Background: an optimization exercise with open tools, aiming at small area. Do not read the settings as production practice.
In this exercise RTL edits were held to simulation tests only and were not proved equivalent to the original.

// matmul_controller
module matmul_controller #(
  parameter int N    = 4,
  parameter int ROWS = 2,
  parameter int COLS = 2
) (
  input  logic                    clk,
  input  logic                    reset,
  input  logic                    job_valid,
  output logic                    job_ready,
  input  logic [31:0]             a_addr,
  input  logic [31:0]             b_addr,
  input  logic [31:0]             c_addr,
  input  logic [8:0]              matrix_len,
  output logic                    done,
  output logic [ROWS-1:0]         a_valid,
  input  logic [ROWS-1:0]         a_ready,
  output logic [ROWS*32-1:0]      a_strip_addr,
  output logic [ROWS*16-1:0]      a_repeats,
  output logic [8:0]              a_len,
  output logic [COLS-1:0]         b_valid,
  input  logic [COLS-1:0]         b_ready,
  output logic [COLS*32-1:0]      b_strip_addr,
  output logic [8:0]              b_len,
  output logic [ROWS*COLS-1:0]    c_valid,
  input  logic [ROWS*COLS-1:0]    c_ready,
  output logic [ROWS*COLS*32-1:0] c_tile_addr,
  input  logic [ROWS*COLS-1:0]    cpl_valid,
  output logic [ROWS*COLS-1:0]    cpl_ready
);
Size: ~440 I/O pins, about 14000 µm² of cells after synthesis.
Settings: LEC_CHECK=0, CAP_MARGIN=10, CORE_MARGIN=2, CORE_UTILIZATION=60, PLACE_DENSITY=0.7, SLEW_MARGIN=10; clock period 6.5 ns.
standard.sh (not shown) runs the stock make flow with config.mk's settings and CLKGATE_MAP_FILE= SYNTH_SCRIPT=/design/flow/synth_recipe.tcl, a recipe that flattens the netlist after the stock synthesis.
==> flow/flow/run.sh <==
#!/bin/bash
# Standard synthesis, then its combinational logic remapped for area (registers kept as
# they are), then the standard layout with the smallest buffer on the ports and a
# clock tree of small buffers in large clusters, without dummy clock loads.
set -euo pipefail
W=$(pwd)
F=$W/flow
R=$W/orfs/results/$FLOW_PLATFORM/matmul_controller/base
LIB=$FLOW_HOME/platforms/$FLOW_PLATFORM/lib/sky130_fd_sc_hd__tt_025C_1v80.lib

bash standard.sh synth > $W/standard_synth.log 2>&1

cp $R/1_2_yosys.v $W/standard_1_2_yosys.v
KEEP=$(grep -oE "sky130_fd_sc_hd__[a-z0-9_]+" $W/standard_1_2_yosys.v | sort -u \
  | grep -E "__(s?e?df|dl|sdl|conb)" | tr '\n' ' ')
RESYN_LIB=$LIB RESYN_NET=$W/standard_1_2_yosys.v RESYN_KEEP="$KEEP" \
  RESYN_DONT_USE="$(cat $F/dont_use.txt)" RESYN_SCRIPT=$F/area.abc RESYN_OUT=$W/resyn.v \
  yosys -c $F/resyn.tcl > $W/resyn_yosys.log 2>&1
cp $W/resyn.v $R/1_2_yosys.v
rm -f $R/1_synth.odb $R/1_synth.sdc

bash standard.sh "BUFFER_PORTS_ARGS=-buffer_cell sky130_fd_sc_hd__buf_1" \
  "SKIP_REPAIR_TIE_FANOUT=1" \
  "CTS_ARGS=-sink_clustering_enable -repair_clock_nets -dont_use_dummy_load -buf_list sky130_fd_sc_hd__clkbuf_4 -sink_clustering_size 10 -sink_clustering_max_diameter 40" \
  finish > $W/standard_flow.log 2>&1
Other scripts of this flow, unchanged in this note and not shown: flow/flow/area.abc, flow/flow/dont_use.txt, flow/flow/resyn.tcl
The baseline ran to the end with no violations.
Rerun with:
--- a/flow/design.v
+++ b/flow/design.v
@@ -54,17 +54,17 @@
 endmodule
 `timescale 1ns/100ps
 module a_strip_issuer (
   input  logic        clk,
   input  logic        reset,
   input  logic [31:0] job_a_addr,
   input  logic [9:0]  a_addr_mid,    
   input  logic [5:0]  job_k,
-  input  logic [4:0]  job_km1_in,
+  input  logic [4:0]  job_km1,
   input  logic        job_active,
   input  logic        job_started,
   output logic [1:0]  a_valid,
   input  logic [1:0]  a_ready,
   output logic [63:0] a_strip_addr,
   output logic [31:0] a_repeats,
   output logic [8:0]  a_len
 );
@@ -78,18 +78,18 @@
     logic        fin;
     logic [10:0] s;
     logic        xfer;
     logic        b5;
     assign a_valid[r]  = job_started && !fin;
     assign xfer        = a_valid[r] && a_ready[r];
     assign a_repeats[r*16+:16] = {10'b0, job_k};
     always_ff @(posedge clk) begin
-      if (!job_active) begin
-        k   <= job_km1_in;
+      if (!job_started) begin
+        k   <= job_km1;
         fin <= 1'b0;
       end else begin
         k   <= k - 5'(xfer);
         fin <= fin || (xfer && (k == '0));
       end
     end
     if (r == 0) begin : g_even
       assign b5 = job_a_addr[5];
@@ -114,17 +114,16 @@
 endmodule
 `timescale 1ns/100ps
 module b_strip_issuer (
   input  logic        clk,
   input  logic        reset,
   input  logic [31:0] job_b_addr,
   input  logic [5:0]  job_k,
   input  logic [4:0]  job_km1,
-  input  logic [4:0]  job_km1_in,
   input  logic        job_active,
   input  logic        job_started,
   output logic [1:0]  b_valid,
   input  logic [1:0]  b_ready,
   output logic [63:0] b_strip_addr,
   output logic [8:0]  b_len
 );
   logic [15:0] hi;
@@ -141,19 +140,19 @@
     logic        wrap;
     logic        restart;
     logic        b5;
     assign b_valid[c] = job_started && !fin;
     assign xfer       = b_valid[c] && b_ready[c];
     assign wrap       = (jj == '0);
     assign restart    = start || (xfer && wrap);
     always_ff @(posedge clk) begin
-      if (!job_active) begin
-        jj  <= job_km1_in;
-        ii  <= job_km1_in;
+      if (!job_started) begin
+        jj  <= job_km1;
+        ii  <= job_km1;
         fin <= 1'b0;
       end else begin
         jj  <= (xfer && wrap) ? job_km1 : jj - 5'(xfer);
         ii  <= ii - 5'(xfer && wrap);
         fin <= fin || (xfer && wrap && (ii == '0));
       end
     end
     if (c == 0) begin : g_even
@@ -178,17 +177,16 @@
 `timescale 1ns/100ps
 module tile_writer_issuer (
   input  logic         clk,
   input  logic         reset,
   input  logic [31:0]  job_c_addr,
   input  logic [10:0]  c_addr_mid,    
   input  logic [5:0]   job_k,
   input  logic [4:0]   job_km1,
-  input  logic [4:0]   job_km1_in,
   input  logic         job_active,
   input  logic         job_started,
   output logic [3:0]   c_valid,
   input  logic [3:0]   c_ready,
   output logic [127:0] c_tile_addr
 );
   logic [15:0] hi;
   logic        start;
@@ -204,19 +202,19 @@
     logic        xfer;
     logic        wrap;
     logic        addk;
     logic        cin;
     assign c_valid[p] = job_started && !fin;
     assign xfer       = c_valid[p] && c_ready[p];
     assign wrap       = (jj == '0);
     always_ff @(posedge clk) begin
-      if (!job_active) begin
-        jj  <= job_km1_in;
-        ii  <= job_km1_in;
+      if (!job_started) begin
+        jj  <= job_km1;
+        ii  <= job_km1;
         fin <= 1'b0;
       end else begin
         jj  <= (xfer && wrap) ? job_km1 : jj - 5'(xfer);
         ii  <= ii - 5'(xfer && wrap);
         fin <= fin || (xfer && wrap && (ii == '0));
       end
     end
     assign addk = start ? 1'(R) : (xfer && wrap);
@@ -309,23 +307,23 @@
   logic [4:0]  job_km1_in;
   assign job_km1    = 5'(job_k - 1'b1);
   assign job_km1_in = 5'(matrix_len[8:3] - 1'b1);
   job_intake u_intake (
     .clk, .reset, .job_valid, .job_ready, .a_addr, .b_addr, .c_addr, .matrix_len, .done,
     .job_a_addr, .job_b_addr, .job_c_addr, .job_k, .job_active, .job_started, .job_all_done
   );
   a_strip_issuer u_a_issuer (
-    .clk, .reset, .job_a_addr, .a_addr_mid(a_addr[15:6]), .job_k, .job_km1_in, .job_active,
+    .clk, .reset, .job_a_addr, .a_addr_mid(a_addr[15:6]), .job_k, .job_km1, .job_active,
     .job_started, .a_valid, .a_ready, .a_strip_addr, .a_repeats, .a_len
   );
   b_strip_issuer u_b_issuer (
-    .clk, .reset, .job_b_addr, .job_k, .job_km1, .job_km1_in, .job_active, .job_started,
+    .clk, .reset, .job_b_addr, .job_k, .job_km1, .job_active, .job_started,
     .b_valid, .b_ready, .b_strip_addr, .b_len
   );
   tile_writer_issuer u_c_issuer (
-    .clk, .reset, .job_c_addr, .c_addr_mid(c_addr[15:5]), .job_k, .job_km1, .job_km1_in, .job_active,
+    .clk, .reset, .job_c_addr, .c_addr_mid(c_addr[15:5]), .job_k, .job_km1, .job_active,
     .job_started, .c_valid, .c_ready, .c_tile_addr
   );
   completion_tracker u_tracker (
     .clk, .reset, .job_km1, .job_km1_in, .job_active, .job_all_done, .cpl_valid, .cpl_ready
   );
 endmodule
The new run finished with timing, DRC and antenna clean.
Non-clock buffer count is lower by 4.
Core utilization is lower by 0.31 points.
Synthesized area is higher by about 0.8%.
Flip-flop and latch count does not change.
Cell count is unchanged.
Clock skew is lower by 0.036 ns.
Worst setup slack is better by 0.19 ns.
Routed wire length is lower by 3.5%.

## static timing again, ports no longer ideal
No port has a modelled driver above. Below, the same layouts with a new extraction and two added sets of constraints. Step 1: set_driving_cell puts a clkbuf_16 on clk and a buf_2 on each other input, an assumption about the parent block. Step 2 also shifts input and output timing later by t, the mid clock arrival at the registers, as if the neighbouring blocks saw the same clock. a / b / c = ideal ports / drivers / drivers and shift; a / b = the first two.
| run | t, ns | slack for setup (ns) | slew at the worst register clock pin (ns) | pins driven straight from the clock port |
|---|---|---|---|---|
| the first run | 0.712 | 0.360 / 0.313 / 0.026 | 0.12 / 0.12 | 1 |
| the second run | 0.683 | 0.552 / 0.515 / 0.131 | 0.11 / 0.11 | 1 |
After both steps every run listed still meets setup and hold. The setup slack of the second run, which loses most, moves by -0.037 ns with the drivers and by -0.421 ns with both steps.
